Background: an optimization exercise with open tools, aiming at small area and a short achievable clock period. Do not read the settings as production practice.
Where RTL was checked, it was by simulation tests only, not by an equivalence proof against the original.
No functional check of the RTL was part of runs 2 to 5.
No activity file was given, so power comes from the tool's default toggle rates.

### run.sh
#!/bin/bash
# synth_recipe.tcl (not shown) runs the flow's synth.tcl, then flattens the netlist and writes it again
# the make line also repeats each setting of config.mk as NAME=value (left out here)
make -C /OpenROAD-flow-scripts/flow DESIGN_CONFIG=/design/flow/config.mk WORK_HOME=/design/flow/orfs CLKGATE_MAP_FILE= SYNTH_SCRIPT=/design/flow/synth_recipe.tcl finish
### config.mk
export PLATFORM = sky130hd
export DESIGN_NAME = program_mem
export DESIGN_NICKNAME = program_mem
export VERILOG_FILES = /design/flow/design.v
export SDC_FILE = /design/flow/constraint.sdc
export NUM_CORES = 4
export LEC_CHECK = 0
export CAP_MARGIN = 20
export CORE_MARGIN = 2
export CORE_UTILIZATION = 40
export SETUP_SLACK_MARGIN = 0.6
export SLEW_MARGIN = 20
### constraint.sdc
create_clock -name core_clock -period 3.0 [get_ports {clk}]
set_input_delay 0.6000 -clock core_clock [delete_from_list [all_inputs] [get_ports {clk}]]
set_output_delay 0.6000 -clock core_clock [all_outputs]
set_load 0.01 [all_outputs]
### design.v
module program_mem #(
  parameter int ADDR_W = 16,
  parameter int DATA_W = 8,
  parameter int DEPTH  = 256,
  parameter int CNT_W  = $clog2(DEPTH) + 1
) (
  input  logic              clk,
  input  logic              rst_n,
  input  logic              load_start,
  input  logic              load_valid,
  input  logic [DATA_W-1:0] load_data,
  input  logic              load_last,
  output logic              load_ready,
  output logic              load_done,
  output logic              load_ovf,
  output logic [CNT_W-1:0]  load_count,
  input  logic              fetch_req,
  input  logic [ADDR_W-1:0] fetch_addr,
  output logic              fetch_ready,
  output logic              fetch_valid,
  output logic [DATA_W-1:0] fetch_data,
  output logic              fetch_err
);
  localparam int IDX_W = $clog2(DEPTH);
  typedef enum logic [1:0] {
    IDLE = 2'd0,
    LOAD = 2'd1,
    RUN  = 2'd2
  } state_t;
  state_t            state_q;
  state_t            state_d;
  logic [IDX_W-1:0]  wr_ptr;
  logic [DATA_W-1:0] mem [DEPTH];
  logic              xfer;
  logic              ptr_at_end;
  logic              load_end;
  logic              start_load;
  logic              fetch_acc_p0;
  logic              in_range_p0;
  logic [IDX_W-1:0]  rd_idx_p0;
  logic              fetch_vld_p1;
  logic [DATA_W-1:0] fetch_data_p1;
  logic              fetch_err_p1;
  assign xfer         = load_valid && (state_q == LOAD);
  assign ptr_at_end   = (wr_ptr == IDX_W'(DEPTH - 1));
  assign load_end     = xfer && (load_last || ptr_at_end);
  assign start_load   = load_start && (state_q != LOAD);
  assign fetch_acc_p0 = fetch_req && (state_q == RUN);
  assign in_range_p0  = ((fetch_addr >> IDX_W) == '0);
  assign rd_idx_p0    = fetch_addr[IDX_W-1:0];
  always_comb begin
    state_d     = state_q;
    load_ready  = 1'b0;
    fetch_ready = 1'b0;
    case (state_q)
      IDLE: begin
        if (load_start) state_d = LOAD;
      end
      LOAD: begin
        load_ready = 1'b1;
        if (load_end) state_d = RUN;
      end
      RUN: begin
        fetch_ready = 1'b1;
        if (load_start) state_d = LOAD;
      end
      default: state_d = IDLE;
    endcase
  end
  always_ff @(posedge clk or negedge rst_n) begin
    if (!rst_n) begin
      state_q    <= IDLE;
      wr_ptr     <= '0;
      load_count <= '0;
      load_ovf   <= 1'b0;
      load_done  <= 1'b0;
    end else begin
      state_q   <= state_d;
      load_done <= load_end;
      if (start_load) begin
        wr_ptr     <= '0;
        load_count <= '0;
        load_ovf   <= 1'b0;
      end else if (xfer) begin
        wr_ptr <= wr_ptr + 1'b1;
        if (load_count != CNT_W'(DEPTH)) load_count <= load_count + 1'b1;
        if (!load_last && ptr_at_end) load_ovf <= 1'b1;
      end
    end
  end
  always_ff @(posedge clk) begin
    if (xfer) mem[wr_ptr] <= load_data;
  end
  always_ff @(posedge clk or negedge rst_n) begin
    if (!rst_n) begin
      fetch_vld_p1  <= 1'b0;
      fetch_data_p1 <= '0;
      fetch_err_p1  <= 1'b0;
    end else begin
      fetch_vld_p1 <= fetch_acc_p0;
      if (fetch_acc_p0) begin
        fetch_data_p1 <= in_range_p0 ? mem[rd_idx_p0] : '0;
        fetch_err_p1  <= !in_range_p0;
      end
    end
  end
  assign fetch_valid = fetch_vld_p1;
  assign fetch_data  = fetch_data_p1;
  assign fetch_err   = fetch_err_p1;
endmodule
==> results of run 1 <==
==> worst paths after layout <==
path | start | endpoint | slack (ns)
setup / recovery | fetch_addr[1] | fetch_data_p1[4] | 0.41
hold reg to reg | state_q[0] | state_q[0] | 0.51
hold / removal | load_data[5] | mem[239][5] | 0.18
setup reg to reg | mem[99][4] | fetch_data_p1[4] | 0.45
max in group asynchronous | rst_n | fetch_data_p1[1] | 1.84
min in group asynchronous | rst_n | load_count[7] | 0.44
==> final cells by class <==
class | instances | share of cell area (%)
inverter | 13 | 0.0510
sequential | 2079 | 63.4
multi-input combinational | 1747 | 18.6
antenna | 4 | 0.0102
timing repair buffer | 806 | 7.89
clock buffer | 259 | 5.51
clock inverter | 112 | 1.13
tap | 2672 | 3.40
==> power by group through the flow <==
| stage | Combinational [mW] | Clock (mW) | Sequential (mW) |
|---|---|---|---|
| after floorplan | 1.88 | 0 | 32.7 |
| after global placement | 4.09 | 0 | 32.7 |
| after detailed placement | 4.13 | 0 | 32.7 |
| after CTS | 4.19 | 25.6 | 32.1 |
| after global routing | 4.47 | 26.7 | 32.1 |
| final | 4.25 | 25.2 | 32.1 |
==> sequential cells by signal, summed over array words and instances, names as in the netlist <==
| register | cells |
|---|---|
| fetch_data_p1 | 8 |
| fetch_err_p1 | 1 |
| fetch_vld_p1 | 1 |
| load_count | 9 |
| load_done | 1 |
| load_ovf | 1 |
| mem | 2048 |
| state_q | 2 |
| wr_ptr | 8 |
==> critical path, cell delays in order <==
cell,delay (ns)
buf_8,0.14
or2_4,0.40
buf_12,0.24
o221ai_1,0.31
o22ai_1,0.14
nor4_1,0.79
a2111oi_4,0.15
o21ai_2,0.23
buf_4,0.14
a32o_1,0.15
==> layout by cell type, fill, tap and decap left out, types with 10 or more instances in the layout <==
master,synthesis,layout
buf_12,0,110
buf_6,22,12
a21oi_1,79,72
dfrtp_2,0,14
clkinv_1,1,36
buf_4,38,627
nor2_4,0,12
nor3_1,25,23
edfxtp_1,2048,2048
nor2_2,0,28
a22oi_1,25,25
nor4_1,16,13
nor2_1,319,279
mux2_2,10,10
clkinv_2,0,40
clkdlybuf4s50_1,0,15
clkbuf_16,0,209
dfrtp_1,31,17
nand3_1,46,32
nor2b_1,20,17
mux2i_1,303,301
dlygate4sd2_1,0,21
o221ai_1,114,108
a31oi_1,16,16
clkbuf_1,118,49
o22ai_1,66,65
bufinv_16,0,18
mux4_2,386,386
o21ai_0,47,43
nand4_1,13,13
nand2_1,108,100
nand3_2,0,14
xor2_1,11,11
==> through the flow <==
step | hold WS, ns | instance area, µm² | std cells | setup slack, ns
finish | 0.182 | 98200 | 7692 | 0.414
global route | 0.173 | 98200 | 7689 | 0.393
CTS | 0.158 | 97900 | 7683 | 0.391
detailed placement | 0.489 | 91000 | 7301 | -0.725
global placement | 0.468 | 91000 | 7301 | -0.699
floorplan | 0.304 | 81700 | 4091 | 0.351
==> cell families (layout without fill, tap and decap cells) <==
kind of cell | after synthesis | count (layout) | share of synthesized area, %
simple gates | 600 | 600 | 3.22
xor+xnor | 12 | 12 | 0.129
compound gates | 430 | 430 | 3.71
buf+inv | 265 | 1190 | 1.72
mux | 699 | 699 | 14.6
flops | 2079 | 2079 | 76.6
fa+ha+maj | 6 | 6 | 0.0923
other cells | 0 | 4 | 0
==> what timing repair did <==
item / CTS / global route
setup buffers: 7 / 4
resized for setup: 84 / 51
endpoints found under the setup margin: 155 / 225
pin swaps: 13 / 17
hold buffers: 1 / 0
cloned: 3 / 1
hold endpoints to repair: 31 / 0
==> per-layer routing <==
| metal | global-route usage, % | wire [µm] |
|---|---|---|
| met5 | 0 | 0 |
| met4 | 7.35 | 7610 |
| met3 | 3.37 | 15000 |
| met2 | 34.9 | 108000 |
| met1 | 29.1 | 89900 |
==> results by group, run 1 <==
Clock tree
  • Clk slew on worst S/H paths: 0.07 ns
  • Clk Latency, worst-skew pair: 0.85 ns
  • Max Root-Sink Buffers: 3
  • TritonCTS buffer count: 205
  • CTS H-tree lvls: 4
  • CTS Root Buffer Type: clkbuf_16
  • Sink Count: 2079
  • CTS tree: built

Critical path
  • Crit path max fanout: 40
  • Worst path required time: 3.78 ns
  • CP startpoint kind: input pin
  • CP Capture Type: flip-flop
  • CP arrival: 3.37 ns
  • R2r worst-path depth: 8
  • Setup Crit Path Kind: input pin to flip-flop

GRT
  • GRT Total Usage: 21.3%
  • Number of global-route vias before repair: 44200
  • Pin count of the biggest net entering global routing: 102
  • First-pass GRT wire length: 318000 µm
  • Initial antenna violation count: 4
  • Grt ovf: 0

Synthesis
  • Synth Flop Type: edfxtp_1
  • Post-Syn Instances: 4091
  • Post-synthesis net count: 4127
  • Syn_area_per_cell: 19.9 µm²
  • Yosys warns: 1
  • Post-synth EDFFs: 2048
  • Netlist cell types: 67
  • Leading area contributor after synthesis: edfxtp_1
  • Seq cells post-synth: 2079
  • Post-synth top cells: edfxtp_1, mux4_2, nor2_1
  • Count leader, synth: edfxtp_1
  • Top cells by area, synth: edfxtp_1, mux4_2, mux2i_1
  • Synth top area share: 75.6%
  • Synthesized area: 81300 µm²
  • Sequential-to-total area share from yosys stat: 76.6%
  • Post-synth ARST share: 1.49%

STA
  • RSZ-0062 raised after global routing: yes
  • Fmax: 387 MHz
  • Min Clock Period, post-route: 2.59 ns
  • Period utilisation layout: 86.2%
  • Setup TNS: 0 ns
  • Hold Fails Final Rpt: 0
  • Clock Skews: 0.0290 ns
  • Final setup fails: 0
  • Slew margin rel.: 33.3%
  • Worst-margin pin slew: 1.00 ns
  • Final Max Tran Viols: 0

Floorplanning
  • Die Y: 455 µm
  • Site Rows: 165
  • Die Span X: 455 µm
  • # IOs: 53
  • Die footprint: 207000 µm²
  • Starting Density: 40.2%
  • Core area: 202000 µm²

Detailed routing
  • Via Count: 43700
  • Routed WL: 220000 µm
  • # DRC: 0
  • Routed len/inst: 28.6 µm
  • Remaining antenna violation count: 0
  • Initial DRT Pass Iterations: 5
  • Initial detailed-routing violation count: 4732
  • Vias per cell: 5.68

Flow run
  • Max capacitance violation total: 0

Layout
  • Layout cell share with drive strength beyond 1: 31.8%
  • Fin util: 48.6%
  • Fillcell total: 16400
  • Layout Nets: 4888
  • Area growth, synth to finish: 20.8%
  • Sequential cell area: 62300 µm²
  • Area of the multi-input gates: 18300 µm²

Pwr
  • Seq pwr share: 52.2%
  • Comb pwr share: 6.9%
  • Overall Power: 61.5 mW
  • Sw frac: 22.0%
  • Power density over the cells: 626 nW/µm²
  • Internal power: 48.0 mW
  • Sw Pwr: 13.5 mW
  • Clock power share: 40.9%
  • Worst vdd ir: 0.672 mV
  • Leakage power: 32.6 nW

Worst hold path
  • Worst Hold Depth: 1
  • Worst hold path type: input pin to flip-flop

Status
  • Outcome: complete, no violations

Placed design
  • IO buf count: 52
  • HPWL after DPL: 142000 µm
  • RD Place Congestion: 0.857
==> run 2, diff against run 1 <==
==> design.v (replaced) <==
module program_mem #(
  parameter int ADDR_W = 16,
  parameter int DATA_W = 8,
  parameter int DEPTH  = 256,
  parameter int CNT_W  = $clog2(DEPTH) + 1
) (
  input  logic              clk,
  input  logic              rst_n,
  input  logic              load_start,
  input  logic              load_valid,
  input  logic [DATA_W-1:0] load_data,
  input  logic              load_last,
  output logic              load_ready,
  output logic              load_done,
  output logic              load_ovf,
  output logic [CNT_W-1:0]  load_count,
  input  logic              fetch_req,
  input  logic [ADDR_W-1:0] fetch_addr,
  output logic              fetch_ready,
  output logic              fetch_valid,
  output logic [DATA_W-1:0] fetch_data,
  output logic              fetch_err
);
  logic              st_load;
  logic              st_run;
  logic [7:0]        wr_ptr;
  logic [7:0]        mem [256];
  logic              xfer;
  logic              ptr_at_end;
  logic              load_end;
  logic              start_load;
  logic              fetch_acc;
  logic              in_range;
  logic [15:0]       dec_lo;
  logic [15:0]       dec_hi;
  logic [7:0]        rd_data;
  assign xfer       = load_valid && st_load;
  assign ptr_at_end = &wr_ptr;
  assign load_end   = xfer && (load_last || ptr_at_end);
  assign start_load = load_start && !st_load;
  assign fetch_acc  = fetch_req && st_run;
  assign in_range   = ~|fetch_addr[15:8];
  assign load_ready  = st_load;
  assign fetch_ready = st_run;
  always_ff @(posedge clk or negedge rst_n) begin
    if (!rst_n) begin
      st_load    <= 1'b0;
      st_run     <= 1'b0;
      wr_ptr     <= '0;
      load_count <= '0;
      load_ovf   <= 1'b0;
      load_done  <= 1'b0;
    end else begin
      load_done <= load_end;
      if (st_load) begin
        st_load <= !load_end;
        st_run  <= load_end;
      end else if (load_start) begin
        st_load <= 1'b1;
        st_run  <= 1'b0;
      end
      if (start_load) begin
        wr_ptr     <= '0;
        load_count <= '0;
        load_ovf   <= 1'b0;
      end else if (xfer) begin
        wr_ptr <= wr_ptr + 1'b1;
        if (!load_count[8]) load_count <= load_count + 1'b1;
        if (!load_last && ptr_at_end) load_ovf <= 1'b1;
      end
    end
  end
  always_ff @(posedge clk) begin
    if (xfer) mem[wr_ptr] <= load_data;
  end
  always_comb begin
    for (int i = 0; i < 16; i++) begin
      dec_lo[i] = (fetch_addr[3:0] == 4'(i));
      dec_hi[i] = (fetch_addr[7:4] == 4'(i)) && in_range;
    end
  end
  always_comb begin
    rd_data = '0;
    for (int h = 0; h < 16; h++) begin
      for (int l = 0; l < 16; l++) begin
        rd_data = rd_data | (mem[16*h+l] & {8{dec_hi[h] & dec_lo[l]}});
      end
    end
  end
  always_ff @(posedge clk or negedge rst_n) begin
    if (!rst_n) begin
      fetch_valid <= 1'b0;
      fetch_data  <= '0;
      fetch_err   <= 1'b0;
    end else begin
      fetch_valid <= fetch_acc;
      if (fetch_acc) begin
        fetch_data <= rd_data;
        fetch_err  <= !in_range;
      end
    end
  end
endmodule
--- a/config.mk
+++ b/config.mk
@@ -8,5 +8,5 @@
 export CAP_MARGIN = 20
 export CORE_MARGIN = 2
-export CORE_UTILIZATION = 40
-export SETUP_SLACK_MARGIN = 0.6
+export CORE_UTILIZATION = 60
+export SETUP_SLACK_MARGIN = 0.9
 export SLEW_MARGIN = 20
==> results by group, run 2 <==
Synthesis
  • Post-synthesis net count: 5017 (was 4127)
  • Sequential-to-total area share from yosys stat: 77.2% (was 76.6%)
  • Post-synth top cells: edfxtp_1, a22oi_1, nor2_1 (was edfxtp_1, mux4_2, nor2_1)
  • Synthesized area: 80600 µm² (was 81300 µm²)
  • Netlist cell types: 83 (was 67)
  • Post-Syn Instances: 4982 (was 4091)
  • Synth top area share: 76.3% (was 75.6%)
  • Leading area contributor after synthesis: edfxtp_1 (unchanged)
  • Synth Flop Type: edfxtp_1 (unchanged)
  • Count leader, synth: edfxtp_1 (unchanged)
  • Top cells by area, synth: edfxtp_1, a22oi_1, nor2_1 (was edfxtp_1, mux4_2, mux2i_1)
  • Post-synth EDFFs: 2048 (unchanged)
  • Post-synth ARST share: 1.49% (unchanged)
  • Syn_area_per_cell: 16.2 µm² (was 19.9 µm²)
  • Seq cells post-synth: 2079 (unchanged)
  • Yosys warns: 1 (unchanged)

GRT
  • First-pass GRT wire length: 822000 µm
  • Grt ovf: 1433
  • Number of global-route vias before repair: 83300
  • Pin count of the biggest net entering global routing: 78
  • GRT Total Usage: 89.7%

Floorplanning
  • Die Y: 371 µm (was 455 µm)
  • Die Span X: 371 µm (was 455 µm)
  • Site Rows: 134 (was 165)
  • Starting Density: 60.4% (was 40.2%)
  • # IOs: 53 (unchanged)

Clock tree
  • Sink Count: 2079 (unchanged)
  • CTS Root Buffer Type: clkbuf_16 (unchanged)
  • CTS H-tree lvls: 4 (unchanged)
  • Max Root-Sink Buffers: 3 (unchanged)
  • TritonCTS buffer count: 203 (was 205)

Placed design
  • IO buf count: 52 (unchanged)
  • HPWL after DPL: 397000 µm (was 142000 µm)
  • RD Place Congestion: 1.43 (was 0.857)
  • Placed Cells: 8141 (was 7301)
  • DP Area: 101000 µm² (was 91000 µm²)

Status
  • Log Error: [ERROR GRT-0116] Global routing finished with congestion. Check the congestion regions in the DRC Viewer.
  • Fail Step: global routing
  • Outcome: stopped before the end (was complete, no violations)
run 2: cell count changes after synthesis, moves of 50 or more:
cell / delta
a22oi_1: +460
mux4_2: -386
mux2i_1: -296
nand3_1: +179
nand4_1: +155
a32oi_1: +142
o221ai_1: -106
buf_2: +99
nor2_1: +94
nor4_1: +73
o22ai_1: +71
a22o_1: +50
run 2: stage by stage:
step / util (%) / worst slack [ns] / power, mW / TNS [ns] / hold slack (ns)
3_3_place_gp: 75.3 / -1.62 / 36.0 / -11.33 / 0.491
3_5_place_dp: 75.4 / -1.58 / 36.0 / -11.27 / 0.494
4_1_cts: 83.0 / -0.0559 / 61.8 / -0.0559 / 0.177
2_1_floorplan: - / 0.248 / 33.7 / 0 / 0.304
run 2: cell families after synthesis:
| logic type | synth area share (%) |
|---|---|
| muxes | 0.171 |
| buffers and inverters | 2.31 |
| and+or+nand+nor | 8.63 |
| DFF | 77.2 |
| adders and majority gates | 0.0776 |
| xor gates and xnor gates | 0.0543 |
| AOI/OAI and AO/OA | 11.5 |
run 2: routing by layer:
layer	GRT overflow	GRT usage [%]
met1	152	90.8
met2	668	96.6
met3	171	84.7
met4	424	84.4
met5	18	72.4
run 2: worst min path at each step:
stage | end | start | slack [ns]
after floorplan | fetch_data[0] | rst_n | 0.30
after CTS | mem[187][3] | load_data[3] | 0.18
after detailed placement | load_ovf | load_ovf | 0.49
after global placement | load_ovf | load_ovf | 0.49
run 2: power groups by stage:
stage | registers, mW | logic (mW) | clock network, mW
floorplan | 32.8 | 0.886 | 0
CTS | 32.3 | 3.50 | 26.0
global placement | 32.9 | 3.11 | 0
detailed placement | 32.9 | 3.17 | 0
run 2: repair_timing:
item / in CTS
cloned: 9
hold buffers: 1
setup buffers: 137
resized for setup: 540
setup endpoints to repair: 1334
endpoints found under the hold margin: 31
pin swaps: 126
==> run 3, diff against run 2 <==
--- a/config.mk
+++ b/config.mk
@@ -9,4 +9,4 @@
 export CORE_MARGIN = 2
 export CORE_UTILIZATION = 60
-export SETUP_SLACK_MARGIN = 0.9
+export SETUP_SLACK_MARGIN = 1.2
 export SLEW_MARGIN = 20
==> results by group, run 3 <==
Status
  • Fail Step: global routing (unchanged)
  • Outcome: stopped before the end (unchanged)
  • Log Error: [ERROR GRT-0116] Global routing finished with congestion. Check the congestion regions in the DRC Viewer. (unchanged)

Placed design
  • RD Place Congestion: 1.46 (was 1.43)
  • HPWL after DPL: 398000 µm (was 397000 µm)
  • DP Worst Slack: -1.81 ns (was -1.58 ns)
  • IO buf count: 52 (unchanged)

GRT
  • Pin count of the biggest net entering global routing: 101
  • Number of global-route vias before repair: 82200
  • First-pass GRT wire length: 823000 µm
  • GRT Total Usage: 89.9%
  • Grt ovf: 1550

Synthesis
  • Post-synth top cells: edfxtp_1, a22oi_1, nor2_1 (unchanged)
  • Synth top area share: 76.3% (unchanged)
  • Netlist cell types: 83 (unchanged)
  • Yosys warns: 1 (unchanged)
  • Leading area contributor after synthesis: edfxtp_1 (unchanged)
  • Post-synth ARST share: 1.49% (unchanged)
  • Post-synthesis net count: 5017 (unchanged)
  • Post-synth EDFFs: 2048 (unchanged)
  • Synthesized area: 80600 µm² (unchanged)
  • Syn_area_per_cell: 16.2 µm² (unchanged)
  • Sequential-to-total area share from yosys stat: 77.2% (unchanged)
  • Post-Syn Instances: 4982 (unchanged)
  • Seq cells post-synth: 2079 (unchanged)
  • Count leader, synth: edfxtp_1 (unchanged)
  • Synth Flop Type: edfxtp_1 (unchanged)
  • Top cells by area, synth: edfxtp_1, a22oi_1, nor2_1 (unchanged)

Floorplanning
  • Starting Density: 60.4% (unchanged)
  • Die Span X: 371 µm (unchanged)
  • # IOs: 53 (unchanged)
  • Die Y: 371 µm (unchanged)
  • Site Rows: 134 (unchanged)

Clock tree
  • Max Root-Sink Buffers: 3 (unchanged)
  • Sink Count: 2079 (unchanged)
  • TritonCTS buffer count: 201 (was 203)
  • CTS H-tree lvls: 4 (unchanged)
  • CTS Root Buffer Type: clkbuf_16 (unchanged)
## run 3: cell counts after synthesis
Identical to the previous run, type by type.
## run 3: power groups by stage
| stage | combinational [mW] | clock, mW | sequential, mW |
|---|---|---|---|
| after CTS | 3.41 | 26.1 | 32.3 |
| after detailed placement | 3.27 | 0 | 32.9 |
| after global placement | 3.21 | 0 | 32.9 |
| after floorplan | 1.03 | 0 | 32.8 |
## run 3: stage by stage
stage,instances,TNS [ns],instance area [µm²],util (%)
after floorplan,4982,0,84000,-
after global placement,7989,-12.90,100000,75.2
after detailed placement,7992,-12.31,100000,75.2
after CTS,8519,0,111000,82.9
## run 3: layer usage
metal / GRT usage [%] / overflow
met4: 84.1 / 470
met3: 84.8 / 195
met5: 69.6 / 37
met1: 90.9 / 164
met2: 97.4 / 684
## run 3: cells by family after synthesis
kind of cell,Yosys count,share of synthesized area [%]
AO/OA/AOI/OAI,1217,11.5
XOR/XNOR,5,0.0543
adder cells (fa/ha/maj),5,0.0776
buffers and inverters,378,2.31
flip-flops,2079,77.2
multiplexers,13,0.171
AND/OR/NAND/NOR,1285,8.63
## run 3: what timing repair did
| item | 4_1_cts |
|---|---|
| pin swaps | 142 |
| gates cloned | 7 |
| hold buffers | 1 |
| setup buffers | 143 |
| hold endpoints to repair | 31 |
| setup endpoints to repair | 2083 |
| gates resized for setup | 475 |
## run 3: worst max path at each step
stage	from	endpoint	slack [ns]
after global placement	fetch_addr[8]	fetch_data[6]	-1.84
after detailed placement	fetch_addr[8]	fetch_data[6]	-1.81
after CTS	fetch_addr[3]	fetch_data[6]	0.09
after floorplan	fetch_addr[0]	fetch_data[4]	0.25
==> run 4, diff against run 3 <==
--- a/design.v
+++ b/design.v
@@ -32,6 +32,4 @@
   logic              fetch_acc;
   logic              in_range;
-  logic [15:0]       dec_lo;
-  logic [15:0]       dec_hi;
   logic [7:0]        rd_data;
   assign xfer       = load_valid && st_load;
@@ -74,18 +72,5 @@
     if (xfer) mem[wr_ptr] <= load_data;
   end
-  always_comb begin
-    for (int i = 0; i < 16; i++) begin
-      dec_lo[i] = (fetch_addr[3:0] == 4'(i));
-      dec_hi[i] = (fetch_addr[7:4] == 4'(i)) && in_range;
-    end
-  end
-  always_comb begin
-    rd_data = '0;
-    for (int h = 0; h < 16; h++) begin
-      for (int l = 0; l < 16; l++) begin
-        rd_data = rd_data | (mem[16*h+l] & {8{dec_hi[h] & dec_lo[l]}});
-      end
-    end
-  end
+  assign rd_data = in_range ? mem[fetch_addr[7:0]] : '0;
   always_ff @(posedge clk or negedge rst_n) begin
     if (!rst_n) begin
--- a/config.mk
+++ b/config.mk
@@ -6,7 +6,8 @@
 export NUM_CORES = 4
 export LEC_CHECK = 0
+export ABC_CLOCK_PERIOD_IN_PS = 1500
 export CAP_MARGIN = 20
 export CORE_MARGIN = 2
-export CORE_UTILIZATION = 60
-export SETUP_SLACK_MARGIN = 1.2
+export CORE_UTILIZATION = 50
+export SETUP_SLACK_MARGIN = 0.9
 export SLEW_MARGIN = 20
==> results by group, run 4 <==
Status
  • Outcome: complete, no violations (was stopped before the end)

Detailed routing
  • Initial DRT Pass Iterations: 6
  • Initial detailed-routing violation count: 5460
  • Remaining antenna violation count: 0
  • Vias per cell: 6.15
  • Via Count: 45000
  • Routed WL: 231000 µm
  • Routed len/inst: 31.6 µm
  • # DRC: 0

Clock tree
  • Clk slew on worst S/H paths: 0.06 ns
  • Clk Latency, worst-skew pair: 0.87 ns
  • Sink Count: 2079 (unchanged)
  • CTS Root Buffer Type: clkbuf_16 (unchanged)
  • TritonCTS buffer count: 206 (was 201)
  • Max Root-Sink Buffers: 3 (unchanged)
  • CTS H-tree lvls: 4 (unchanged)
  • CTS tree: built

Synthesis
  • Synth Flop Type: edfxtp_1 (unchanged)
  • Netlist cell types: 75 (was 83)
  • Synth Area in Adders: 0.0763% (was 0.0776%)
  • Synth top area share: 75.0% (was 76.3%)
  • Leading area contributor after synthesis: edfxtp_1 (unchanged)
  • Count leader, synth: edfxtp_1 (unchanged)
  • Syn_area_per_cell: 19.8 µm² (was 16.2 µm²)
  • Seq cells post-synth: 2079 (unchanged)
  • Post-synthesis simple-gate area fraction: 3.81% (was 8.63%)
  • XOR/XNOR share of the synthesized area: 0.0534% (was 0.0543%)
  • Post-synthesis compound-gate area fraction: 3.50% (was 11.5%)
  • Post-Syn Instances: 4132 (was 4982)
  • Yosys warns: 1 (unchanged)
  • Post-synth EDFFs: 2048 (unchanged)
  • Post-synth ARST share: 1.49% (unchanged)
  • Sequential-to-total area share from yosys stat: 76.0% (was 77.2%)
  • Largest family of logic cells by synthesized area: multiplexers (was compound AO/OA/AOI/OAI gates)
  • Post-synthesis net count: 4167 (was 5017)
  • Top cells by area, synth: edfxtp_1, mux4_2, mux2i_1 (was edfxtp_1, a22oi_1, nor2_1)
  • Synthesized area: 82000 µm² (was 80600 µm²)
  • Mux share of post-synthesis cell area: 14.5% (was 0.171%)
  • Post-synth top cells: edfxtp_1, mux4_2, nor2_1 (was edfxtp_1, a22oi_1, nor2_1)

Placed design
  • IO buf count: 52 (unchanged)
  • HPWL after DPL: 152000 µm (was 398000 µm)
  • DP Worst Slack: -0.770 ns (was -1.81 ns)
  • RD Place Congestion: 0.976 (was 1.46)

Pwr
  • Power density over the cells: 621 nW/µm²
  • Leakage power: 33.1 nW
  • Worst vdd ir: 0.632 mV
  • Overall Power: 62.2 mW

Floorplanning
  • Die Span X: 409 µm (was 371 µm)
  • Core area: 163000 µm²
  • Site Rows: 148 (was 134)
  • Starting Density: 50.4% (was 60.4%)
  • Die footprint: 167000 µm²
  • # IOs: 53 (unchanged)
  • Die Y: 409 µm (was 371 µm)

STA
  • Min Clock Period, post-route: 2.40 ns
  • Final setup fails: 0
  • RSZ-0062 raised after global routing: yes
  • Fmax: 417 MHz
  • Worst-margin pin slew: 0.974 ns
  • Period utilisation layout: 80.0%
  • Final worst-path setup slack: 0.601 ns
  • Clock Skews: 0.0515 ns
  • Slew margin rel.: 35.1%
  • Final Max Tran Viols: 0
  • Hold Fails Final Rpt: 0

Critical path
  • WP buf/inv: 3
  • Most Frequent Cell on Critical Path: o22ai_1
  • Setup Crit Path Kind: input pin to flip-flop
  • CP Capture Type: flip-flop
  • Crit path max fanout: 36
  • Max incr delay on CP: 0.52 ns
  • CP cell instances: buf_16, nand2b_4, buf_12, buf_4, o22ai_1, nor3_1, a21oi_1, o22ai_1, o41a_1, o31ai_1
  • CP max-delay cell: o41a_1
  • Worst path required time: 3.76 ns
  • CP startpoint kind: input pin
  • Cell family with most CP delay: compound AO/OA/AOI/OAI gates
  • CP arrival: 3.16 ns

Layout
  • Biggest regs: mem (2048), load_count (9)
  • Area of the multi-input gates: 20100 µm²
  • Commonest non-fill, non-tap cell in the layout: edfxtp_1
  • Layout Nets: 4993
  • Top reg by flops: mem
  • Layout cell share with drive strength beyond 1: 36.9%
  • Max reg flops: 2048
  • Antenna fix cells: 0
  • Area growth, synth to finish: 22.3%
  • Sequential cell area: 62300 µm²
  • Fillcell total: 11500
  • Commonest non-fill, non-tap cells in the layout: edfxtp_1, buf_4, mux4_2

GRT
  • Pin count of the biggest net entering global routing: 117
  • Grt ovf: 0
  • First-pass GRT wire length: 328000 µm
  • GRT Total Usage: 27.7%
  • Initial antenna violation count: 5
  • Number of global-route vias before repair: 44800

Worst hold path
  • Worst hold path type: input pin to flip-flop

Flow run
  • Max capacitance violation total: 0
## run 4: cell types whose count changed after synthesis, sizes merged, moves of 60 or more
cell	delta
nand4	-157
buf	-60
mux4	+402
clkbuf	-67
mux2i	+257
nand3	-173
a32oi	-141
a22oi	-460
nor2	-72
nor4	-80
## run 4: final cells by class
type	count	share of cell area, %
multi-input cells	1796	20.1
inverters	10	0.0449
clock buffers	251	5.38
well taps	2175	2.71
flip-flops and latches	2079	62.1
clock inverters	137	1.29
repair buffers	865	8.35
## run 4: stage by stage
step	std cells	utilization, %	area [µm²]	setup TNS [ns]	hold WS (ns)
6_report	7313	61.6	100000	0	0.152
5_1_grt	7313	61.6	100000	0	0.131
4_1_cts	7268	61.0	99200	0	0.106
3_5_place_dp	6825	56.1	91200	-4.87	0.489
3_3_place_gp	6825	56.1	91200	-4.96	0.475
2_1_floorplan	4132	-	83300	0	0.304
## run 4: cells by family after synthesis
| family | Yosys count |
|---|---|
| DFF | 2079 |
| and+or+nand+nor | 699 |
| muxes | 673 |
| AOI/OAI and AO/OA | 414 |
| buffers and inverters | 257 |
| xor gates and xnor gates | 5 |
| adders and majority gates | 5 |
## run 4: path summary, 6_finish.rpt
path / startpoint / endpoint / slack [ns] / cells past startpoint
max: fetch_addr[1] / fetch_data[6] / 0.60 / 10
min: load_data[1] / mem[10][1] / 0.15 / 1
max reg2reg: mem[79][3] / fetch_data[3] / 0.60 / 10
min reg2reg: fetch_err / fetch_err / 0.49 / 1
max in group asynchronous: rst_n / fetch_data[6] / 1.88 / 2
min in group asynchronous: rst_n / fetch_valid / 0.42 / 2
## run 4: power breakdown
group | internal [mW] | leakage (nW) | total [mW] | switching, mW
combinational | 1.87 | 11.0 | 4.78 | 2.91
sequential | 32.0 | 18.8 | 32.1 | 0.0616
clock | 14.2 | 3.28 | 25.4 | 11.2
## run 4: routing by layer
layer / wire length, µm / global-route usage, % / vias up
li1: - / - / 18800
met1: 94600 / 39.7 / 23800
met2: 108000 / 42.7 / 2000
met3: 21200 / 6.21 / 345
met4: 7370 / 8.29 / 6
met5: 37 / 0 / -
## run 4: timing repair
item | 4_1_cts | 5_1_grt
setup endpoints to repair | 851 | 828
pin swaps | 30 | 46
cloned | 3 | 4
hold endpoints to repair | 31 | 0
resized for setup | 276 | 116
hold buffers | 1 | 0
setup buffers | 51 | 41
==> run 5, diff against run 4 <==
--- a/design.v
+++ b/design.v
@@ -32,5 +32,8 @@
   logic              fetch_acc;
   logic              in_range;
-  logic [7:0]        rd_data;
+  logic [15:0]       hi_n;
+  logic [255:0]      sel;
+  logic [7:0]        rd_a;
+  logic [7:0]        rd_b;
   assign xfer       = load_valid && st_load;
   assign ptr_at_end = &wr_ptr;
@@ -72,5 +75,15 @@
     if (xfer) mem[wr_ptr] <= load_data;
   end
-  assign rd_data = in_range ? mem[fetch_addr[7:0]] : '0;
+  pm_predec u_hi (.a(fetch_addr[7:4]), .y_n(hi_n));
+  for (genvar h = 0; h < 16; h++) begin : g_grp
+    pm_gdec u_gdec (.a(fetch_addr[3:0]), .g_n(hi_n[h]), .sel(sel[16*h +: 16]));
+  end
+  for (genvar b = 0; b < 8; b++) begin : g_bit
+    logic [255:0] col;
+    for (genvar i = 0; i < 256; i++) begin : g_col
+      assign col[i] = mem[i][b];
+    end
+    pm_or256 u_or (.sel(sel), .d(col), .y_a(rd_a[b]), .y_b(rd_b[b]));
+  end
   always_ff @(posedge clk or negedge rst_n) begin
     if (!rst_n) begin
@@ -81,5 +94,5 @@
       fetch_valid <= fetch_acc;
       if (fetch_acc) begin
-        fetch_data <= rd_data;
+        fetch_data <= (rd_a | rd_b) & {8{in_range}};
         fetch_err  <= !in_range;
       end
@@ -87,2 +100,74 @@
   end
 endmodule
+module pm_gdec (
+  input  logic [3:0]  a,
+  input  logic        g_n,
+  output logic [15:0] sel
+);
+  logic [15:0] lo_n;
+  pm_predec u_lo (.a(a), .y_n(lo_n));
+  for (genvar i = 0; i < 16; i++) begin : g_sel
+    pm_nor2 u_sel (.a(lo_n[i]), .b(g_n), .y(sel[i]));
+  end
+endmodule
+module pm_predec (
+  input  logic [3:0]  a,
+  output logic [15:0] y_n
+);
+  always_comb begin
+    for (int i = 0; i < 16; i++) y_n[i] = (a != 4'(i));
+  end
+endmodule
+module pm_or256 (
+  input  logic [255:0] sel,
+  input  logic [255:0] d,
+  output logic         y_a,
+  output logic         y_b
+);
+  logic [127:0] t1;   
+  logic [31:0]  t2;   
+  logic [15:0]  t3;   
+  logic [7:0]   t4;   
+  logic [3:0]   t5;   
+  for (genvar i = 0; i < 128; i++) begin : g_l1
+    pm_aoi22 u (.a0(sel[2*i]), .b0(d[2*i]), .a1(sel[2*i+1]), .b1(d[2*i+1]), .y(t1[i]));
+  end
+  for (genvar i = 0; i < 32; i++) begin : g_l2
+    pm_nand4 u (.a(t1[4*i]), .b(t1[4*i+1]), .c(t1[4*i+2]), .d(t1[4*i+3]), .y(t2[i]));
+  end
+  for (genvar i = 0; i < 16; i++) begin : g_l3
+    pm_nor2 u (.a(t2[2*i]), .b(t2[2*i+1]), .y(t3[i]));
+  end
+  for (genvar i = 0; i < 8; i++) begin : g_l4
+    pm_nand2 u (.a(t3[2*i]), .b(t3[2*i+1]), .y(t4[i]));
+  end
+  for (genvar i = 0; i < 4; i++) begin : g_l5
+    pm_nor2 u (.a(t4[2*i]), .b(t4[2*i+1]), .y(t5[i]));
+  end
+  pm_nand2 u_a (.a(t5[0]), .b(t5[1]), .y(y_a));
+  pm_nand2 u_b (.a(t5[2]), .b(t5[3]), .y(y_b));
+endmodule
+module pm_aoi22 (
+  input  logic a0, b0, a1, b1,
+  output logic y
+);
+  assign y = !((a0 && b0) || (a1 && b1));
+endmodule
+module pm_nand4 (
+  input  logic a, b, c, d,
+  output logic y
+);
+  assign y = !(a && b && c && d);
+endmodule
+module pm_nand2 (
+  input  logic a, b,
+  output logic y
+);
+  assign y = !(a && b);
+endmodule
+module pm_nor2 (
+  input  logic a, b,
+  output logic y
+);
+  assign y = !(a || b);
+endmodule
--- a/config.mk
+++ b/config.mk
@@ -6,8 +6,10 @@
 export NUM_CORES = 4
 export LEC_CHECK = 0
-export ABC_CLOCK_PERIOD_IN_PS = 1500
 export CAP_MARGIN = 20
 export CORE_MARGIN = 2
-export CORE_UTILIZATION = 50
-export SETUP_SLACK_MARGIN = 0.9
+export CORE_UTILIZATION = 55
+export CTS_CLUSTER_DIAMETER = 80
+export CTS_CLUSTER_SIZE = 30
+export SETUP_SLACK_MARGIN = 1.0
 export SLEW_MARGIN = 20
+export SYNTH_HIERARCHICAL = 1
==> results by group, run 5 <==
Worst hold path
  • Hold Crit Endpoint: mem[49][2] (was mem[10][1])
  • Worst hold path type: input pin to flip-flop (unchanged)
  • Hold Startpoint: load_data[2] (was load_data[1])
  • Worst Hold Depth: 1 (unchanged)

STA
  • Final Max Tran Viols: 0 (unchanged)
  • Period utilisation layout: 76.8% (was 80.0%)
  • Min Clock Period, post-route: 2.31 ns (was 2.40 ns)
  • Worst-margin pin slew: 0.792 ns (was 0.974 ns)
  • Setup TNS: 0 ns (unchanged)
  • Slew margin rel.: 47.1% (was 35.1%)
  • Final setup fails: 0 (unchanged)
  • Clock Skews: 0.0415 ns (was 0.0515 ns)
  • Hold Fails Final Rpt: 0 (unchanged)
  • Fmax: 434 MHz (was 417 MHz)
  • RSZ-0062 raised after global routing: yes (unchanged)

Synthesis
  • Post-synthesis net count: 4701 (was 4167)
  • Netlist cell types: 43 (was 75)
  • Post-synth ARST share: 1.49% (unchanged)
  • Post-Syn Instances: 4666 (was 4132)
  • Post-synth EDFFs: 2048 (unchanged)
  • Yosys warns: 8 (was 1)
  • Top cells by area, synth: edfxtp_1, a22oi_2, nor2_1 (was edfxtp_1, mux4_2, mux2i_1)
  • Synth Flop Type: edfxtp_1 (unchanged)
  • Syn_area_per_cell: 18.0 µm² (was 19.8 µm²)
  • Post-synth top cells: edfxtp_1, a22oi_2, nor2_1 (was edfxtp_1, mux4_2, nor2_1)
  • Sequential-to-total area share from yosys stat: 74.3% (was 76.0%)
  • Leading area contributor after synthesis: edfxtp_1 (unchanged)
  • Synthesized area: 83900 µm² (was 82000 µm²)
  • Synth top area share: 73.3% (was 75.0%)
  • Seq cells post-synth: 2079 (unchanged)
  • Count leader, synth: edfxtp_1 (unchanged)

Floorplanning
  • # IOs: 53 (unchanged)
  • Die Span X: 394 µm (was 409 µm)
  • Site Rows: 143 (was 148)
  • Starting Density: 55.3% (was 50.4%)
  • Die Y: 394 µm (was 409 µm)
  • Die footprint: 156000 µm² (was 167000 µm²)
  • Core area: 152000 µm² (was 163000 µm²)

Layout
  • Final Cell Area: 103000 µm² (was 100000 µm²)
  • Top reg by flops: mem (unchanged)
  • Layout cell share with drive strength beyond 1: 48.0% (was 36.9%)
  • Biggest regs: mem (2048), load_count (9) (unchanged)
  • Final Non-Filler Cells: 7992 (was 7313)
  • Max reg flops: 2048 (unchanged)
  • Commonest non-fill, non-tap cell in the layout: edfxtp_1 (unchanged)
  • Layout Nets: 5914 (was 4993)
  • Commonest non-fill, non-tap cells in the layout: edfxtp_1, a22oi_2, buf_4 (was edfxtp_1, buf_4, mux4_2)
  • Area growth, synth to finish: 23.3% (was 22.3%)

GRT
  • Grt ovf: 0 (unchanged)
  • GRT Total Usage: 29.9% (was 27.7%)
  • Number of global-route vias before repair: 48700 (was 44800)
  • Initial antenna violation count: 11 (was 5)
  • Pin count of the biggest net entering global routing: 88 (was 117)
  • First-pass GRT wire length: 337000 µm (was 328000 µm)

Clock tree
  • TritonCTS buffer count: 102 (was 206)
  • Clk slew on worst S/H paths: 0.10 ns (was 0.06 ns)
  • Sink Count: 2079 (unchanged)
  • Max Root-Sink Buffers: 3 (unchanged)
  • Clk Latency, worst-skew pair: 0.76 ns (was 0.87 ns)
  • CTS Root Buffer Type: clkbuf_16 (unchanged)
  • CTS H-tree lvls: 3 (was 4)
  • CTS tree: built (unchanged)

Critical path
  • Most Frequent Cell on Critical Path: buf_16 (was o22ai_1)
  • Crit path max fanout: 9 (was 36)
  • Cell family with most CP delay: simple AND/OR/NAND/NOR gates (was compound AO/OA/AOI/OAI gates)
  • Reg2reg end: st_load (was fetch_data[3])
  • Setup Crit Path Kind: input pin to flip-flop (unchanged)
  • CP cell instances: buf_16, buf_16, buf_16, nand4b_1, nor2_4, buf_6, buf_4, a22oi_2, nand4_1, nor2_2, nand2_2, buf_12, nor2_2, nand2_2, nor2_1, o21ai_1 (was buf_16, nand2b_4, buf_12, buf_4, o22ai_1, nor3_1, a21oi_1, o22ai_1, o41a_1, o31ai_1)
  • CP startpoint kind: input pin (unchanged)
  • CP max-delay cell: nor2_2 (was o41a_1)
  • R2r startpoint: wr_ptr[1] (was mem[79][3])
  • CP arrival: 2.94 ns (was 3.16 ns)
  • Slack of the worst reg-to-reg path: 0.96 ns (was 0.60 ns)
  • WP buf/inv: 6 (was 3)
  • Worst path required time: 3.64 ns (was 3.76 ns)
  • R2r worst-path depth: 6 (was 10)
  • Max incr delay on CP: 0.24 ns (was 0.52 ns)
  • CP Capture Type: flip-flop (unchanged)

Placed design
  • IO buf count: 52 (unchanged)
  • DP Area: 94300 µm² (was 91200 µm²)
  • Placed Cells: 7565 (was 6825)
  • RD Place Congestion: 0.863 (was 0.976)
  • HPWL after DPL: 150000 µm (was 152000 µm)

Detailed routing
  • Remaining antenna violation count: 0 (unchanged)
  • Vias per cell: 6.23 (was 6.15)
  • Initial DRT Pass Iterations: 5 (was 6)
  • Routed len/inst: 29.6 µm (was 31.6 µm)
  • Initial detailed-routing violation count: 4797 (was 5460)
  • Via Count: 49800 (was 45000)
  • # DRC: 0 (unchanged)
  • Routed WL: 236000 µm (was 231000 µm)

Pwr
  • Leakage power: 32.4 nW (was 33.1 nW)
  • Power density over the cells: 513 nW/µm² (was 621 nW/µm²)
  • Overall Power: 53.0 mW (was 62.2 mW)
  • Worst vdd ir: 0.602 mV (was 0.632 mV)

Status
  • Outcome: complete, no violations (unchanged)

Flow run
  • Max capacitance violation total: 0 (unchanged)
[run 5: cell families (layout without fill, tap and decap cells)]
kind of cell,Yosys count,count (layout),synth area share (%)
mux,2,2,0.0239
xor+xnor,1,1,0.0104
simple gates,1401,1403,9.32
compound gates,1058,1058,15.5
buf+inv,120,1412,0.764
fa+ha+maj,5,5,0.0746
other cells,0,2,0
flops,2079,2079,74.3
[run 5: routing by layer]
layer | track usage (%) | up-vias | wire length, µm
met4 | 7.88 | 2 | 6370
met1 | 43.8 | 25900 | 101000
met2 | 47.9 | 1727 | 113000
li1 | - | 21900 | -
met5 | 0 | - | 13
met3 | 3.67 | 266 | 16000
[run 5: how the worst max path moves through the flow]
| stage | to | slack, ns | startpoint | cells after the start |
|---|---|---|---|---|
| floorplan | fetch_data[0] | 0.41 | fetch_addr[6] | 11 |
| global placement | fetch_data[3] | -1.15 | fetch_addr[6] | 14 |
| detailed placement | fetch_data[3] | -1.10 | fetch_addr[6] | 14 |
| CTS | fetch_data[0] | 0.78 | fetch_addr[3] | 16 |
| global route | fetch_data[4] | 0.72 | fetch_addr[0] | 16 |
| finish | fetch_data[4] | 0.69 | fetch_addr[0] | 16 |
[run 5: Yosys stat by module (local to each module, per instance), a selection]
module	copies in the design	flip-flops and latches
program_mem	1	2079
pm_predec	17	0
pm_aoi22	1024	0
pm_nand4	256	0
pm_nand2	80	0
pm_nor2	416	0
[run 5: area by class of cell]
cell class / count / area, µm²
clock buffer: 113 / 2680
tap: 2030 / 2540
inverter: 6 / 25.0
timing repair buffer: 1221 / 11800
fill: 10300 / 48300
antenna: 2 / 5.00
clock inverter: 72 / 1030
multi-input combinational: 2469 / 23000
sequential: 2079 / 62300
[run 5: report_power, final]
group	switching (mW)	leakage [nW]	internal, mW	total (mW)
Sequential	0.0860	18.8	32.0	32.1
Clock	10.0	1.80	7.50	17.5
Combinational	2.24	11.8	1.19	3.43
Total	12.3	32.4	40.7	53.0
[run 5: metrics by stage]
stage          worst slack [ns]  util, %  hold WS (ns)
6_report                  0.695     68.2         0.223
3_3_place_gp              -1.15     62.1         0.481
4_1_cts                   0.777     67.1         0.175
3_5_place_dp              -1.10     62.1         0.484
5_1_grt                   0.719     68.2         0.200
2_1_floorplan             0.412        -         0.304
[run 5: worst reg2reg max path, cell delays in order (launching register included)]
cell,delay (ns)
dfrtp_2,0.45
buf_4,0.16
ha_4,0.16
buf_4,0.17
and3_1,0.21
a32o_1,0.36
nor2_1,0.40
[run 5: what timing repair did]
action                     in CTS  in global routing
buffers inserted              118                 88
resized for setup             688                216
hold endpoints to repair       31                  0
pin swaps                     172                117
setup endpoints to repair    1911               1666
cloned                         28                  5
hold buffers                    1                  0
==> run 6, diff against run 5 <==
--- a/design.v
+++ b/design.v
@@ -125,14 +125,10 @@
   output logic         y_b
 );
-  logic [127:0] t1;   
   logic [31:0]  t2;   
   logic [15:0]  t3;   
   logic [7:0]   t4;   
   logic [3:0]   t5;   
-  for (genvar i = 0; i < 128; i++) begin : g_l1
-    pm_aoi22 u (.a0(sel[2*i]), .b0(d[2*i]), .a1(sel[2*i+1]), .b1(d[2*i+1]), .y(t1[i]));
-  end
   for (genvar i = 0; i < 32; i++) begin : g_l2
-    pm_nand4 u (.a(t1[4*i]), .b(t1[4*i+1]), .c(t1[4*i+2]), .d(t1[4*i+3]), .y(t2[i]));
+    pm_or8 u (.sel(sel[8*i +: 8]), .d(d[8*i +: 8]), .y(t2[i]));
   end
   for (genvar i = 0; i < 16; i++) begin : g_l3
@@ -148,15 +144,14 @@
   pm_nand2 u_b (.a(t5[2]), .b(t5[3]), .y(y_b));
 endmodule
-module pm_aoi22 (
-  input  logic a0, b0, a1, b1,
-  output logic y
+module pm_or8 (
+  input  logic [7:0] sel,
+  input  logic [7:0] d,
+  output logic       y
 );
-  assign y = !((a0 && b0) || (a1 && b1));
-endmodule
-module pm_nand4 (
-  input  logic a, b, c, d,
-  output logic y
-);
-  assign y = !(a && b && c && d);
+  logic [3:0] t;
+  for (genvar i = 0; i < 4; i++) begin : g_t
+    assign t[i] = !((sel[2*i] && d[2*i]) || (sel[2*i+1] && d[2*i+1]));
+  end
+  assign y = !(&t);
 endmodule
 module pm_nand2 (
==> results by group, run 6 <==
Detailed routing
  • Via Count: 48500 (was 49800)
  • Routed WL: 227000 µm (was 236000 µm)
  • # DRC: 0 (unchanged)
  • Initial DRT Pass Iterations: 6 (was 5)
  • Routed len/inst: 30.7 µm (was 29.6 µm)
  • Vias per cell: 6.54 (was 6.23)
  • Remaining antenna violation count: 0 (unchanged)
  • Initial detailed-routing violation count: 6785 (was 4797)

Synthesis
  • Top cells by area, synth: edfxtp_1, a22oi_1, nor2_1 (was edfxtp_1, a22oi_2, nor2_1)
  • Yosys warns: 8 (unchanged)
  • Sequential-to-total area share from yosys stat: 79.1% (was 74.3%)
  • Synthesized area: 78700 µm² (was 83900 µm²)
  • Seq cells post-synth: 2079 (unchanged)
  • Post-synth ARST share: 1.49% (unchanged)
  • Count leader, synth: edfxtp_1 (unchanged)
  • Synth top area share: 78.1% (was 73.3%)
  • Syn_area_per_cell: 16.9 µm² (was 18.0 µm²)
  • Post-synth top cells: edfxtp_1, a22oi_1, nor2_1 (was edfxtp_1, a22oi_2, nor2_1)
  • Netlist cell types: 43 (unchanged)
  • Post-synth EDFFs: 2048 (unchanged)
  • Post-Syn Instances: 4666 (unchanged)
  • Synth Flop Type: edfxtp_1 (unchanged)
  • Leading area contributor after synthesis: edfxtp_1 (unchanged)
  • Post-synthesis net count: 4701 (unchanged)

Floorplanning
  • Die Y: 382 µm (was 394 µm)
  • Starting Density: 55.5% (was 55.3%)
  • Die Span X: 382 µm (was 394 µm)
  • Site Rows: 138 (was 143)
  • Die footprint: 146000 µm² (was 156000 µm²)
  • Core area: 142000 µm² (was 152000 µm²)
  • # IOs: 53 (unchanged)

Layout
  • Top reg by flops: mem (unchanged)
  • Layout cell share with drive strength beyond 1: 25.7% (was 48.0%)
  • Fillcell total: 9939 (was 10300)
  • Commonest non-fill, non-tap cell in the layout: edfxtp_1 (unchanged)
  • Commonest non-fill, non-tap cells in the layout: edfxtp_1, a22oi_1, buf_4 (was edfxtp_1, a22oi_2, buf_4)
  • Max reg flops: 2048 (unchanged)
  • Layout Nets: 5495 (was 5914)
  • Biggest regs: mem (2048), load_count (9) (unchanged)
  • Area growth, synth to finish: 18.8% (was 23.3%)

GRT
  • Pin count of the biggest net entering global routing: 101 (was 88)
  • Initial antenna violation count: 11 (unchanged)
  • GRT Total Usage: 30.6% (was 29.9%)
  • Number of global-route vias before repair: 46100 (was 48700)
  • First-pass GRT wire length: 323000 µm (was 337000 µm)
  • Grt ovf: 0 (unchanged)

Pwr
  • Power density over the cells: 546 nW/µm² (was 513 nW/µm²)
  • Overall Power: 51.1 mW (was 53.0 mW)
  • Worst vdd ir: 0.524 mV (was 0.602 mV)
  • Leakage power: 29.2 nW (was 32.4 nW)

Flow run
  • Max capacitance violation total: 0 (unchanged)

Clock tree
  • Max Root-Sink Buffers: 3 (unchanged)
  • CTS tree: built (unchanged)
  • CTS H-tree lvls: 3 (unchanged)
  • Clk Latency, worst-skew pair: 0.76 ns (about the same)
  • Sink Count: 2079 (unchanged)
  • TritonCTS buffer count: 94 (was 102)
  • Clk slew on worst S/H paths: 0.10 ns (about the same)
  • CTS Root Buffer Type: clkbuf_16 (unchanged)

Placed design
  • RD Place Congestion: 0.894 (was 0.863)
  • IO buf count: 52 (unchanged)
  • DP Worst Slack: -1.04 ns (was -1.10 ns)
  • HPWL after DPL: 143000 µm (was 150000 µm)

Worst hold path
  • Hold Crit Endpoint: mem[207][2] (was mem[49][2])
  • Worst hold path type: input pin to flip-flop (unchanged)
  • Hold Startpoint: load_data[2] (unchanged)
  • Worst Hold Depth: 1 (unchanged)

STA
  • Hold WS: 0.246 ns (was 0.223 ns)
  • Hold Fails Final Rpt: 0 (unchanged)
  • Min Clock Period, post-route: 2.29 ns (was 2.31 ns)
  • Clock Skews: 0.0283 ns (was 0.0415 ns)
  • Period utilisation layout: 76.5% (was 76.8%)
  • Final setup fails: 0 (unchanged)
  • Final Max Tran Viols: 0 (unchanged)
  • RSZ-0062 raised after global routing: yes (unchanged)
  • Slew margin rel.: 34.7% (was 47.1%)
  • Setup TNS: 0 ns (unchanged)
  • Fmax: 436 MHz (was 434 MHz)
  • Worst-margin pin slew: 0.980 ns (was 0.792 ns)
  • Final worst-path setup slack: 0.706 ns (was 0.695 ns)

Critical path
  • CP Capture Type: flip-flop (unchanged)
  • Setup Crit Path Kind: input pin to flip-flop (unchanged)
  • CP startpoint kind: input pin (unchanged)
  • R2r startpoint: wr_ptr[0] (was wr_ptr[1])
  • CP arrival: 2.94 ns (about the same)
  • Slack of the worst reg-to-reg path: 1.01 ns (was 0.96 ns)
  • Crit path max fanout: 8 (was 9)
  • Worst path required time: 3.64 ns (about the same)
  • Reg2reg end: mem[49][4] (was st_load)
  • R2r worst-path depth: 7 (was 6)

Status
  • Outcome: complete, no violations (unchanged)
## run 6: changes by cell type after synthesis
| cell | before | now |
|---|---|---|
| a22oi_1 | 0 | 1024 |
| a22oi_2 | 1024 | 0 |
## run 6: metrics by stage
stage               cells  utilization (%)  cell area [µm²]
floorplan            4666                -            78700
global placement     7141             61.1            86600
detailed placement   7141             61.1            86600
CTS                  7382             65.0            92100
global route         7414             66.0            93500
finish               7417             66.0            93500
## run 6: kinds of logic after synthesis
family | synth area share (%)
DFF | 79.1
and+or+nand+nor | 9.93
AOI/OAI and AO/OA | 10.0
buffers and inverters | 0.814
adders and majority gates | 0.0795
muxes | 0.0254
xor gates and xnor gates | 0.0111
## run 6: modules after synthesis, one instance, submodules excluded, a selection
| module | area (µm²) | flip-flops and latches | times used | cells inside |
|---|---|---|---|---|
| pm_nand2 | 3.75 | 0 | 80 | 1 |
| program_mem | 64400 | 2079 | 1 | 2550 |
| pm_predec | 186 | 0 | 17 | 20 |
| pm_or8 | 36.3 | 0 | 256 | 5 |
| pm_nor2 | 3.75 | 0 | 416 | 1 |
## run 6: cell type report
class                   instances  area [µm²]  share of cell area, %
diodes                          4        10.0                 0.0107
well taps                    1890        2360                   2.53
repair buffers                810        7960                   8.51
clock inverters                51         642                  0.686
clock buffers                 108        2500                   2.67
multi-input cells            2469       17700                   19.0
inverters                       6        22.5                 0.0241
flip-flops and latches       2079       62300                   66.6
## run 6: per-layer routing
layer	routed length, µm	up-vias	global-route usage, %
li1	-	21000	-
met5	18	-	0
met1	94000	24900	45.5
met2	106000	2357	47.6
met3	20700	296	4.84
met4	6850	2	8.29
## run 6: worst max-delay path: stages
cell	delay, ns
buf_16	0.15
buf_16	0.18
buf_4	0.16
or4b_1	0.20
nor2_4	0.07
buf_4	0.13
a22oi_2	0.21
nand4_1	0.27
nor2_2	0.28
nand2_2	0.09
nor2_4	0.24
nand2_4	0.13
nor2_4	0.11
o21ai_1	0.07
## run 6: what timing repair did
item	in CTS	in global routing
hold buffers	1	0
gates cloned	20	7
endpoints found under the setup margin	1863	1265
gates resized for setup	510	263
setup buffers	61	24
pin swaps	82	105
endpoints found under the hold margin	31	0
## run 6: power breakdown
part           switching [mW]  total (mW)  internal, mW  leakage [nW]
Combinational            2.05        3.09          1.03          8.89
Sequential             0.0881        32.1          32.0          18.8
Clock                    9.41        15.9          6.49          1.53
Total                    11.6        51.1          39.5          29.2
## run 6: worst max path at each step
stage / startpoint / end / depth (start not counted)
finish: fetch_addr[1] / fetch_data[5] / 14
global route: fetch_addr[3] / fetch_data[4] / 16
CTS: fetch_addr[3] / fetch_data[0] / 15
detailed placement: fetch_addr[5] / fetch_data[0] / 14
global placement: fetch_addr[6] / fetch_data[5] / 14
floorplan: fetch_addr[6] / fetch_data[0] / 11
==> run 7, diff against run 6 <==
--- a/config.mk
+++ b/config.mk
@@ -8,5 +8,5 @@
 export CAP_MARGIN = 20
 export CORE_MARGIN = 2
-export CORE_UTILIZATION = 55
+export CORE_UTILIZATION = 52
 export CTS_CLUSTER_DIAMETER = 80
 export CTS_CLUSTER_SIZE = 30
==> results by group, run 7 <==
Critical path
  • CP arrival: 2.91 ns (was 2.94 ns)
  • Max incr delay on CP: 0.33 ns (was 0.28 ns)
  • Worst path required time: 3.63 ns (was 3.64 ns)
  • Setup Crit Path Kind: input pin to flip-flop (unchanged)
  • CP cell instances: buf_16, bufbuf_16, buf_4, buf_4, nand4b_1, nor2_2, a22oi_1, nand4_1, nor2_1, nand2_2, nor2_4, nand2_2, nor2_2, o21ai_1 (was buf_16, buf_16, buf_4, or4b_1, nor2_4, buf_4, a22oi_2, nand4_1, nor2_2, nand2_2, nor2_4, nand2_4, nor2_4, o21ai_1)
  • WP buf/inv: 4 (unchanged)
  • CP max-delay cell: a22oi_1 (was nor2_2)
  • CP Capture Type: flip-flop (unchanged)
  • CP startpoint kind: input pin (unchanged)
  • Crit path max fanout: 8 (unchanged)
  • Cell family with most CP delay: simple AND/OR/NAND/NOR gates (unchanged)

Floorplanning
  • Die Span X: 393 µm (was 382 µm)
  • Starting Density: 52.4% (was 55.5%)
  • Die Y: 393 µm (was 382 µm)
  • # IOs: 53 (unchanged)
  • Die footprint: 155000 µm² (was 146000 µm²)
  • Core area: 150000 µm² (was 142000 µm²)
  • Site Rows: 142 (was 138)

Synthesis
  • Synthesized area: 78700 µm² (unchanged)
  • Post-synth top cells: edfxtp_1, a22oi_1, nor2_1 (unchanged)
  • Synth Flop Type: edfxtp_1 (unchanged)
  • Post-synth EDFFs: 2048 (unchanged)
  • Synth top area share: 78.1% (unchanged)
  • Post-synthesis net count: 4701 (unchanged)
  • Leading area contributor after synthesis: edfxtp_1 (unchanged)
  • Syn_area_per_cell: 16.9 µm² (unchanged)
  • Netlist cell types: 43 (unchanged)
  • Count leader, synth: edfxtp_1 (unchanged)
  • Yosys warns: 8 (unchanged)
  • Post-Syn Instances: 4666 (unchanged)
  • Post-synth ARST share: 1.49% (unchanged)
  • Seq cells post-synth: 2079 (unchanged)
  • Sequential-to-total area share from yosys stat: 79.1% (unchanged)
  • Top cells by area, synth: edfxtp_1, a22oi_1, nor2_1 (unchanged)

Placed design
  • HPWL after DPL: 142000 µm (was 143000 µm)
  • RD Place Congestion: 0.967 (was 0.894)
  • DP Worst Slack: -0.930 ns (was -1.04 ns)
  • DP Area: 87300 µm² (was 86600 µm²)
  • Placed Cells: 7318 (was 7141)
  • IO buf count: 52 (unchanged)

Layout
  • Layout Nets: 5538 (was 5495)
  • Area growth, synth to finish: 19.9% (was 18.8%)
  • Final Cell Area: 94400 µm² (was 93500 µm²)
  • Commonest non-fill, non-tap cell in the layout: edfxtp_1 (unchanged)
  • Fillcell total: 10900 (was 9939)
  • Biggest regs: mem (2048), load_count (9) (unchanged)
  • Commonest non-fill, non-tap cells in the layout: edfxtp_1, a22oi_1, buf_4 (unchanged)
  • Top reg by flops: mem (unchanged)
  • Final Non-Filler Cells: 7595 (was 7417)
  • Max reg flops: 2048 (unchanged)
  • Layout cell share with drive strength beyond 1: 26.8% (was 25.7%)

Flow run
  • Max capacitance violation total: 0 (unchanged)

Detailed routing
  • Wire length on met2: 106000 µm (about the same)
  • Via Count: 48500 (about the same)
  • Routed len/inst: 29.7 µm (was 30.7 µm)
  • Vias per cell: 6.38 (was 6.54)
  • Metal3 WL: 19300 µm (was 20700 µm)
  • Highest metal used: met4 (was met5)
  • Initial DRT Pass Iterations: 5 (was 6)
  • Remaining antenna violation count: 0 (unchanged)
  • # DRC: 0 (unchanged)
  • Routed WL: 225000 µm (was 227000 µm)
  • Initial detailed-routing violation count: 5789 (was 6785)
  • Met1 wire length: 92100 µm (was 94000 µm)

GRT
  • GRT Total Usage: 29.0% (was 30.6%)
  • Pin count of the biggest net entering global routing: 89 (was 101)
  • First-pass GRT wire length: 322000 µm (was 323000 µm)
  • Number of global-route vias before repair: 46300 (was 46100)
  • Initial antenna violation count: 4 (was 11)
  • Grt ovf: 0 (unchanged)

Worst hold path
  • Worst hold path type: input pin to flip-flop (unchanged)

Clock tree
  • Clk slew on worst S/H paths: 0.11 ns (was 0.10 ns)
  • CTS Root Buffer Type: clkbuf_16 (unchanged)
  • Sink Count: 2079 (unchanged)
  • Max Root-Sink Buffers: 3 (unchanged)
  • CTS H-tree lvls: 3 (unchanged)
  • TritonCTS buffer count: 98 (was 94)
  • Clk Latency, worst-skew pair: 0.75 ns (was 0.76 ns)
  • CTS tree: built (unchanged)

STA
  • Final worst-path setup slack: 0.724 ns (was 0.706 ns)
  • Hold Fails Final Rpt: 0 (unchanged)
  • Period utilisation layout: 75.9% (was 76.5%)
  • RSZ-0062 raised after global routing: yes (unchanged)
  • Hold WS: 0.283 ns (was 0.246 ns)
  • Worst-margin pin slew: 0.832 ns (was 0.980 ns)
  • Min Clock Period, post-route: 2.28 ns (was 2.29 ns)
  • Final Max Tran Viols: 0 (unchanged)
  • Fmax: 439 MHz (was 436 MHz)
  • Final setup fails: 0 (unchanged)
  • Slew margin rel.: 44.5% (was 34.7%)
  • Clock Skews: 0.0351 ns (was 0.0283 ns)

Pwr
  • Leakage power: 29.5 nW (was 29.2 nW)
  • Power density over the cells: 549 nW/µm² (was 546 nW/µm²)
  • Worst vdd ir: 0.582 mV (was 0.524 mV)

Status
  • Outcome: complete, no violations (unchanged)
[run 7: changes by cell type in the layout (fill, tap and decap cells not counted), moves of 7 or more]
cell / delta
a22oi_1: -7
buf_2: -13
buf_4: +42
inv_12: +9
clkbuf_2: +10
clkinv_8: +9
buf_6: -8
nand2_1: -9
a22oi_2: +7
[run 7: cell families after synthesis]
group	count (synthesis)	share of synthesized area, %
xor gates and xnor gates	1	0.0111
muxes	2	0.0254
adders and majority gates	5	0.0795
and+or+nand+nor	1401	9.93
DFF	2079	79.1
buffers and inverters	120	0.814
AOI/OAI and AO/OA	1058	10.0
[run 7: power breakdown]
part | switching (mW) | leakage (nW) | internal (mW)
registers | 0.0851 | 18.8 | 32.0
clock network | 9.66 | 1.64 | 7.01
logic | 2.04 | 9.10 | 1.04
total | 11.8 | 29.5 | 40.0
[run 7: metrics by stage]
step / total power, mW / utilization (%) / setup TNS, ns
detailed placement: 35.2 / 58.1 / -6.75
CTS: 51.8 / 62.1 / 0
floorplan: 33.5 / - / 0
global placement: 35.2 / 58.1 / -6.92
finish: 51.8 / 62.9 / 0
global route: 53.1 / 62.9 / 0
[run 7: area by class of cell]
class | count | area, µm² | area share (%)
clock buffer | 114 | 2610 | 2.76
multi-input combinational | 2469 | 17800 | 18.9
tap | 2016 | 2520 | 2.67
clock inverter | 61 | 825 | 0.873
antenna | 1 | 2.50 | 0.00265
timing repair buffer | 849 | 8310 | 8.80
inverter | 6 | 22.5 | 0.0239
sequential | 2079 | 62300 | 66.0
[run 7: Yosys stat by module, one instance, submodules excluded, excerpt]
module | copies in the design | flops+latches
program_mem | 1 | 2079
pm_nor2 | 416 | 0
pm_or8 | 256 | 0
pm_predec | 17 | 0
pm_nand2 | 80 | 0
[run 7: repair_timing]
| item | CTS | global route |
|---|---|---|
| gates resized for setup | 573 | 223 |
| hold buffers | 0 | 1 |
| cloned | 19 | 8 |
| setup buffers | 43 | 30 |
| endpoints found under the setup margin | 1822 | 1239 |
| endpoints found under the hold margin | 0 | 31 |
| pin swaps | 140 | 93 |
[run 7: layer usage]
layer,GRT usage (%),vias up
met5,0,-
met4,9.26,0
met3,4.24,334
met2,45.6,2238
met1,42.0,24800
li1,-,21100
[run 7: path summary, 6_finish.rpt]
path / from / endpoint / slack [ns] / depth (start not counted)
worst max-delay path: fetch_addr[3] / fetch_data[4] / 0.72 / 14
worst min-delay path: load_data[0] / mem[88][0] / 0.28 / 1
max in group asynchronous: rst_n / fetch_data[4] / 2.10 / 2
worst min register to register: fetch_err / fetch_err / 0.51 / 1
min in group asynchronous: rst_n / load_count[6] / 0.40 / 2
worst max register to register: wr_ptr[0] / mem[75][5] / 1.03 / 6

## what the ideal ports hide
Ports are ideal in the flow. The routed layouts listed here were re-timed in OpenROAD. Step 1 sets driving cells, clkbuf_16 on the clock port and buf_2 on the other inputs (assumed; they add their load-dependent delay and slew). Step 2, shift: input delay + t, output delay - t, t = (earliest + latest rising clock arrival at the registers) / 2. This alone moves slack from input paths to output paths. Three values: no drivers, after step 1, after step 2; two values: the first two.
run	t, ns	setup WS [ns]	worst hold slack (ns)	latest minus earliest clock arrival (ns)	worst register clock-pin slew, ns
run 1	0.914	0.414 / 0.379 / -0.535	0.182 / 0.151 / 0.509	0.038 / 0.038	0.07 / 0.07
run 4	0.940	0.601 / 0.514 / -0.425	0.152 / 0.096 / 0.491	0.055 / 0.055	0.07 / 0.07
run 5	0.836	0.695 / 0.443 / -0.393	0.223 / 0.172 / 0.507	0.050 / 0.050	0.12 / 0.12
run 6	0.823	0.706 / 0.498 / -0.325	0.246 / 0.210 / 0.510	0.033 / 0.032	0.12 / 0.12
run 7	0.826	0.724 / 0.542 / -0.284	0.283 / 0.234 / 0.507	0.051 / 0.050	0.12 / 0.12
With both steps, setup timing fails in every run listed, where it was met with ideal ports. The setup slack of run 5, which loses most, moves by -0.252 ns with the drivers and by -1.088 ns with both steps.
